This is an optimization exercise on Yosys and OpenROAD, whose aim is small area, not a production implementation. Only simulation tests tie the RTL to the original design; equivalence was not proved.

==> flow/design.v <==
package kickerPkg;
	localparam int windowLog2 = 5;
	localparam int windowDepth = 1 << windowLog2;
	localparam int periodWidth = 19;
	localparam int offsetWidth = 18;
	typedef logic [periodWidth-1:0] periodT;
	typedef logic [offsetWidth-1:0] offsetT;
	typedef logic [23:0] sumT;
	typedef logic [6:0] ratioT;
	typedef enum logic [2:0]
	{
		idleState,
		waitAveragesState,
		kickerOffState,
		kickerOnState,
		faultState
	} kickerStateT;
endpackage
`timescale 1ns/1ps
module edgeIntervalTimer
(
	input  logic              CLOCK_80MHZ,
	input  logic              resetButton,
	input  logic              rawSignal,
	output logic              riseStrobe,
	output logic              fallStrobe,
	output logic              periodValid,
	output kickerPkg::periodT period,
	output kickerPkg::offsetT elapsed
);
	localparam int periodWidth = kickerPkg::periodWidth;
	localparam int offsetWidth = kickerPkg::offsetWidth;
	localparam kickerPkg::periodT countMax = '1;
	logic syncStage0;
	logic syncStage1;
	logic syncPrev;
	logic riseDetect;
	logic fallDetect;
	logic seenRise;
	kickerPkg::periodT count;
	kickerPkg::periodT countPlusOne;
	always_ff @(posedge CLOCK_80MHZ)
	begin
		syncStage0 <= rawSignal;
		syncStage1 <= syncStage0;
		syncPrev <= syncStage1;
	end
	assign riseDetect = syncStage1 & ~syncPrev;
	assign fallDetect = ~syncStage1 & syncPrev;
	assign countPlusOne = (count == countMax) ? countMax : count + kickerPkg::periodT'(1);
	always_ff @(posedge CLOCK_80MHZ)
	begin
		if (resetButton)
		begin
			riseStrobe <= 1'b0;
			fallStrobe <= 1'b0;
			periodValid <= 1'b0;
			seenRise <= 1'b0;
			count <= '0;
		end
		else
		begin
			riseStrobe <= riseDetect;
			fallStrobe <= fallDetect;
			periodValid <= riseDetect & seenRise;
			if (riseDetect)
				seenRise <= 1'b1;
			if (riseStrobe)
				count <= kickerPkg::periodT'(1);
			else if (seenRise)
				count <= countPlusOne;
		end
	end
	always_ff @(posedge CLOCK_80MHZ)
	begin
		if (riseDetect)
			period <= countPlusOne;
	end
	assign elapsed = (|count[periodWidth-1:offsetWidth]) ? '1 : count[offsetWidth-1:0];
endmodule
`timescale 1ns/1ps
module slidingWindowSum
#(
	parameter int sampleWidth = kickerPkg::periodWidth,
	parameter int depth = kickerPkg::windowDepth
)
(
	input  logic            CLOCK_80MHZ,
	input  logic            resetButton,
	input  logic            push,
	input  logic [sampleWidth-1:0] sample,
	output kickerPkg::sumT  sum,
	output logic [sampleWidth-1:0] mean,
	output logic            full
);
	localparam int indexWidth = $clog2(depth);
	localparam logic [indexWidth-1:0] lastIndex = indexWidth'(depth - 1);
	logic [sampleWidth-1:0] store [depth];
	logic [indexWidth-1:0] writeIndex;
	kickerPkg::sumT sampleWide;
	kickerPkg::sumT evictedWide;
	assign sampleWide = kickerPkg::sumT'(sample);
	assign evictedWide = full ? kickerPkg::sumT'(store[writeIndex]) : '0;
	always_ff @(posedge CLOCK_80MHZ)
	begin
		if (push)
			store[writeIndex] <= sample;
	end
	always_ff @(posedge CLOCK_80MHZ)
	begin
		if (resetButton)
		begin
			sum <= '0;
			writeIndex <= '0;
			full <= 1'b0;
		end
		else if (push)
		begin
			sum <= sum + sampleWide - evictedWide;
			writeIndex <= writeIndex + indexWidth'(1);
			if (writeIndex == lastIndex)
				full <= 1'b1;
		end
	end
	assign mean = sampleWidth'(sum >> indexWidth);
endmodule
`timescale 1ns/1ps
module kickerSequencer
(
	input  logic              CLOCK_80MHZ,
	input  logic              resetButton,
	input  logic              averagesReady,
	input  kickerPkg::offsetT offsetMean,
	input  kickerPkg::offsetT pulserElapsed,
	input  logic              pulserRise,
	input  logic              beamRise,
	input  logic              beamOn,
	input  kickerPkg::ratioT  onRatio,
	input  kickerPkg::ratioT  offRatio,
	output logic              kickTrigger,
	output logic              fault
);
	kickerPkg::kickerStateT state;
	kickerPkg::kickerStateT nextState;
	logic phaseMatch;
	kickerPkg::ratioT matchCount;
	logic signed [2:0] balance;
	logic balanceFault;
	assign phaseMatch = averagesReady && (pulserElapsed == offsetMean);
	assign balanceFault = (balance > 3'sd1) || (balance < -3'sd1);
	always_ff @(posedge CLOCK_80MHZ)
	begin
		if (resetButton)
			balance <= '0;
		else if (beamRise && !pulserRise && balance != 3'sd3)
			balance <= balance + 3'sd1;
		else if (pulserRise && !beamRise && balance != -3'sd4)
			balance <= balance - 3'sd1;
	end
	always_comb
	begin
		nextState = state;
		case (state)
			kickerPkg::idleState:
				nextState = kickerPkg::waitAveragesState;
			kickerPkg::waitAveragesState:
			begin
				if (averagesReady)
					nextState = kickerPkg::kickerOffState;
			end
			kickerPkg::kickerOffState:
			begin
				if (phaseMatch && matchCount == offRatio && beamOn)
					nextState = kickerPkg::kickerOnState;
			end
			kickerPkg::kickerOnState:
			begin
				if (phaseMatch && matchCount == onRatio)
					nextState = kickerPkg::kickerOffState;
			end
			kickerPkg::faultState:
				nextState = kickerPkg::faultState;
			default:
				nextState = kickerPkg::idleState;
		endcase
		if (balanceFault)
			nextState = kickerPkg::faultState;
	end
	always_ff @(posedge CLOCK_80MHZ)
	begin
		if (resetButton)
		begin
			state <= kickerPkg::idleState;
			matchCount <= kickerPkg::ratioT'(1);
			kickTrigger <= 1'b0;
		end
		else
		begin
			state <= nextState;
			kickTrigger <= (nextState == kickerPkg::kickerOnState);
			if (nextState != state)
				matchCount <= kickerPkg::ratioT'(1);
			else if (phaseMatch)
			begin
				if (state == kickerPkg::kickerOffState && matchCount == offRatio)
					matchCount <= kickerPkg::ratioT'(1);
				else if (state == kickerPkg::kickerOffState || state == kickerPkg::kickerOnState)
					matchCount <= matchCount + kickerPkg::ratioT'(1);
			end
		end
	end
	assign fault = (state == kickerPkg::faultState);
endmodule
`timescale 1ns/1ps
module kickerTrigger
#(
	parameter int depthLog2 = kickerPkg::windowLog2
)
(
	input  logic              CLOCK_80MHZ,
	input  logic              resetButton,
	input  logic              beamSignal,
	input  logic              pulserSignal,
	input  logic              beamOn,
	input  kickerPkg::ratioT  onRatio,
	input  kickerPkg::ratioT  offRatio,
	output logic              kickTrigger,
	output logic              fault,
	output logic              averagesReady,
	output kickerPkg::periodT meanBeamPeriod,
	output kickerPkg::periodT meanPulserPeriod
);
	localparam int windowSize = 1 << depthLog2;
	logic beamRise;
	logic beamFall;
	logic beamPeriodValid;
	kickerPkg::periodT beamPeriod;
	logic pulserRise;
	logic pulserPeriodValid;
	kickerPkg::periodT pulserPeriod;
	kickerPkg::offsetT pulserElapsed;
	logic offsetPush;
	logic beamFull;
	logic pulserFull;
	logic offsetFull;
	kickerPkg::offsetT offsetMean;
	edgeIntervalTimer beamTimer
	(
		.CLOCK_80MHZ (CLOCK_80MHZ),
		.resetButton (resetButton),
		.rawSignal   (beamSignal),
		.riseStrobe  (beamRise),
		.fallStrobe  (beamFall),
		.periodValid (beamPeriodValid),
		.period      (beamPeriod),
		.elapsed     ()
	);
	edgeIntervalTimer pulserTimer
	(
		.CLOCK_80MHZ (CLOCK_80MHZ),
		.resetButton (resetButton),
		.rawSignal   (pulserSignal),
		.riseStrobe  (pulserRise),
		.fallStrobe  (),
		.periodValid (pulserPeriodValid),
		.period      (pulserPeriod),
		.elapsed     (pulserElapsed)
	);
	assign offsetPush = beamFall && (pulserElapsed != '0);
	slidingWindowSum #(.sampleWidth(kickerPkg::periodWidth), .depth(windowSize)) beamWindow
	(
		.CLOCK_80MHZ (CLOCK_80MHZ),
		.resetButton (resetButton),
		.push        (beamPeriodValid),
		.sample      (beamPeriod),
		.sum         (),
		.mean        (meanBeamPeriod),
		.full        (beamFull)
	);
	slidingWindowSum #(.sampleWidth(kickerPkg::periodWidth), .depth(windowSize)) pulserWindow
	(
		.CLOCK_80MHZ (CLOCK_80MHZ),
		.resetButton (resetButton),
		.push        (pulserPeriodValid),
		.sample      (pulserPeriod),
		.sum         (),
		.mean        (meanPulserPeriod),
		.full        (pulserFull)
	);
	slidingWindowSum #(.sampleWidth(kickerPkg::offsetWidth), .depth(windowSize)) offsetWindow
	(
		.CLOCK_80MHZ (CLOCK_80MHZ),
		.resetButton (resetButton),
		.push        (offsetPush),
		.sample      (pulserElapsed),
		.sum         (),
		.mean        (offsetMean),
		.full        (offsetFull)
	);
	assign averagesReady = beamFull & pulserFull & offsetFull;
	kickerSequencer sequencer
	(
		.CLOCK_80MHZ   (CLOCK_80MHZ),
		.resetButton   (resetButton),
		.averagesReady (averagesReady),
		.offsetMean    (offsetMean),
		.pulserElapsed (pulserElapsed),
		.pulserRise    (pulserRise),
		.beamRise      (beamRise),
		.beamOn        (beamOn),
		.onRatio       (onRatio),
		.offRatio      (offRatio),
		.kickTrigger   (kickTrigger),
		.fault         (fault)
	);
endmodule
clock: 12.5 ns
lec_check: 0
cap_margin: 20
core_margin: 2
core_utilization: 40
slew_margin: 20
run.sh (not shown) runs the stock make flow with config.mk's settings and CLKGATE_MAP_FILE= SYNTH_SCRIPT=/design/flow/synth_recipe.tcl, a recipe that flattens the netlist after the stock synthesis.
==> next run, changes <==
--- a/flow/design.v
+++ b/flow/design.v
@@ -24,9 +24,9 @@
 	input  logic              rawSignal,
 	output logic              riseStrobe,
 	output logic              fallStrobe,
 	output logic              periodValid,
-	output kickerPkg::periodT period,
+	output kickerPkg::periodT count,
 	output kickerPkg::offsetT elapsed
 );
 	localparam int periodWidth = kickerPkg::periodWidth;
 	localparam int offsetWidth = kickerPkg::offsetWidth;
@@ -36,9 +36,8 @@
 	logic syncPrev;
 	logic riseDetect;
 	logic fallDetect;
 	logic seenRise;
-	kickerPkg::periodT count;
 	kickerPkg::periodT countPlusOne;
 	always_ff @(posedge CLOCK_80MHZ)
 	begin
 		syncStage0 <= rawSignal;
@@ -70,13 +69,8 @@
 			else if (seenRise)
 				count <= countPlusOne;
 		end
 	end
-	always_ff @(posedge CLOCK_80MHZ)
-	begin
-		if (riseDetect)
-			period <= countPlusOne;
-	end
 	assign elapsed = (|count[periodWidth-1:offsetWidth]) ? '1 : count[offsetWidth-1:0];
 endmodule
 `timescale 1ns/1ps
 module slidingWindowSum
@@ -88,42 +82,39 @@
 	input  logic            CLOCK_80MHZ,
 	input  logic            resetButton,
 	input  logic            push,
 	input  logic [sampleWidth-1:0] sample,
-	output kickerPkg::sumT  sum,
 	output logic [sampleWidth-1:0] mean,
 	output logic            full
 );
 	localparam int indexWidth = $clog2(depth);
-	localparam logic [indexWidth-1:0] lastIndex = indexWidth'(depth - 1);
-	logic [sampleWidth-1:0] store [depth];
-	logic [indexWidth-1:0] writeIndex;
-	kickerPkg::sumT sampleWide;
-	kickerPkg::sumT evictedWide;
-	assign sampleWide = kickerPkg::sumT'(sample);
-	assign evictedWide = full ? kickerPkg::sumT'(store[writeIndex]) : '0;
+	localparam int sumWidth = sampleWidth + indexWidth;
+	logic [depth*sampleWidth-1:0] store;
+	logic [indexWidth:0] fill;
+	logic [sumWidth-1:0] sum;
+	logic [sampleWidth-1:0] evicted;
+	assign evicted = full ? store[depth*sampleWidth-1 -: sampleWidth] : '0;
+	assign full = fill[indexWidth];
 	always_ff @(posedge CLOCK_80MHZ)
 	begin
 		if (push)
-			store[writeIndex] <= sample;
+			store <= {store[(depth-1)*sampleWidth-1:0], sample};
 	end
 	always_ff @(posedge CLOCK_80MHZ)
 	begin
 		if (resetButton)
 		begin
 			sum <= '0;
-			writeIndex <= '0;
-			full <= 1'b0;
+			fill <= '0;
 		end
 		else if (push)
 		begin
-			sum <= sum + sampleWide - evictedWide;
-			writeIndex <= writeIndex + indexWidth'(1);
-			if (writeIndex == lastIndex)
-				full <= 1'b1;
+			sum <= sum + sumWidth'(sample) - sumWidth'(evicted);
+			if (!full)
+				fill <= fill + 1'b1;
 		end
 	end
-	assign mean = sampleWidth'(sum >> indexWidth);
+	assign mean = sum[sumWidth-1:indexWidth];
 endmodule
 `timescale 1ns/1ps
 module kickerSequencer
 (
@@ -251,9 +242,9 @@
 		.rawSignal   (beamSignal),
 		.riseStrobe  (beamRise),
 		.fallStrobe  (beamFall),
 		.periodValid (beamPeriodValid),
-		.period      (beamPeriod),
+		.count       (beamPeriod),
 		.elapsed     ()
 	);
 	edgeIntervalTimer pulserTimer
 	(
@@ -262,9 +253,9 @@
 		.rawSignal   (pulserSignal),
 		.riseStrobe  (pulserRise),
 		.fallStrobe  (),
 		.periodValid (pulserPeriodValid),
-		.period      (pulserPeriod),
+		.count       (pulserPeriod),
 		.elapsed     (pulserElapsed)
 	);
 	assign offsetPush = beamFall && (pulserElapsed != '0);
 	slidingWindowSum #(.sampleWidth(kickerPkg::periodWidth), .depth(windowSize)) beamWindow
@@ -272,9 +263,8 @@
 		.CLOCK_80MHZ (CLOCK_80MHZ),
 		.resetButton (resetButton),
 		.push        (beamPeriodValid),
 		.sample      (beamPeriod),
-		.sum         (),
 		.mean        (meanBeamPeriod),
 		.full        (beamFull)
 	);
 	slidingWindowSum #(.sampleWidth(kickerPkg::periodWidth), .depth(windowSize)) pulserWindow
@@ -282,9 +272,8 @@
 		.CLOCK_80MHZ (CLOCK_80MHZ),
 		.resetButton (resetButton),
 		.push        (pulserPeriodValid),
 		.sample      (pulserPeriod),
-		.sum         (),
 		.mean        (meanPulserPeriod),
 		.full        (pulserFull)
 	);
 	slidingWindowSum #(.sampleWidth(kickerPkg::offsetWidth), .depth(windowSize)) offsetWindow
@@ -292,9 +281,8 @@
 		.CLOCK_80MHZ (CLOCK_80MHZ),
 		.resetButton (resetButton),
 		.push        (offsetPush),
 		.sample      (pulserElapsed),
-		.sum         (),
 		.mean        (offsetMean),
 		.full        (offsetFull)
 	);
 	assign averagesReady = beamFull & pulserFull & offsetFull;
Result:
- The changed run completed with no timing, DRC or antenna violations
- synthesized area fell by 20%
- final area shrinks by 20%
- cell count drops by 21%
- setup slack improved by 1.2 ns
- wire length fell by 50%

[re-timing with driven ports]
In the flow no input, the clock included, has a driving cell. The finished layouts below were timed again as built, in two steps. Step 1: set_driving_cell puts a clkbuf_16 on CLOCK_80MHZ and a buf_2 on each other input, an assumption about the parent block. Step 2, shift: input delay + t, output delay - t, t = (earliest + latest rising clock arrival at the registers) / 2. This alone moves slack from input paths to output paths. a / b / c = ideal ports / drivers / drivers and shift; a / b = the first two.
run | t (ns) | setup WS [ns] | worst setup path at the end | clock arrival spread, ns
the first run | 0.934 | 5.840 / 5.840 / 5.840 | register to register | 0.065 / 0.065
the second run | 0.853 | 7.079 / 7.006 / 7.563 | input to register | 0.025 / 0.025
After both steps every run listed still meets setup and hold.
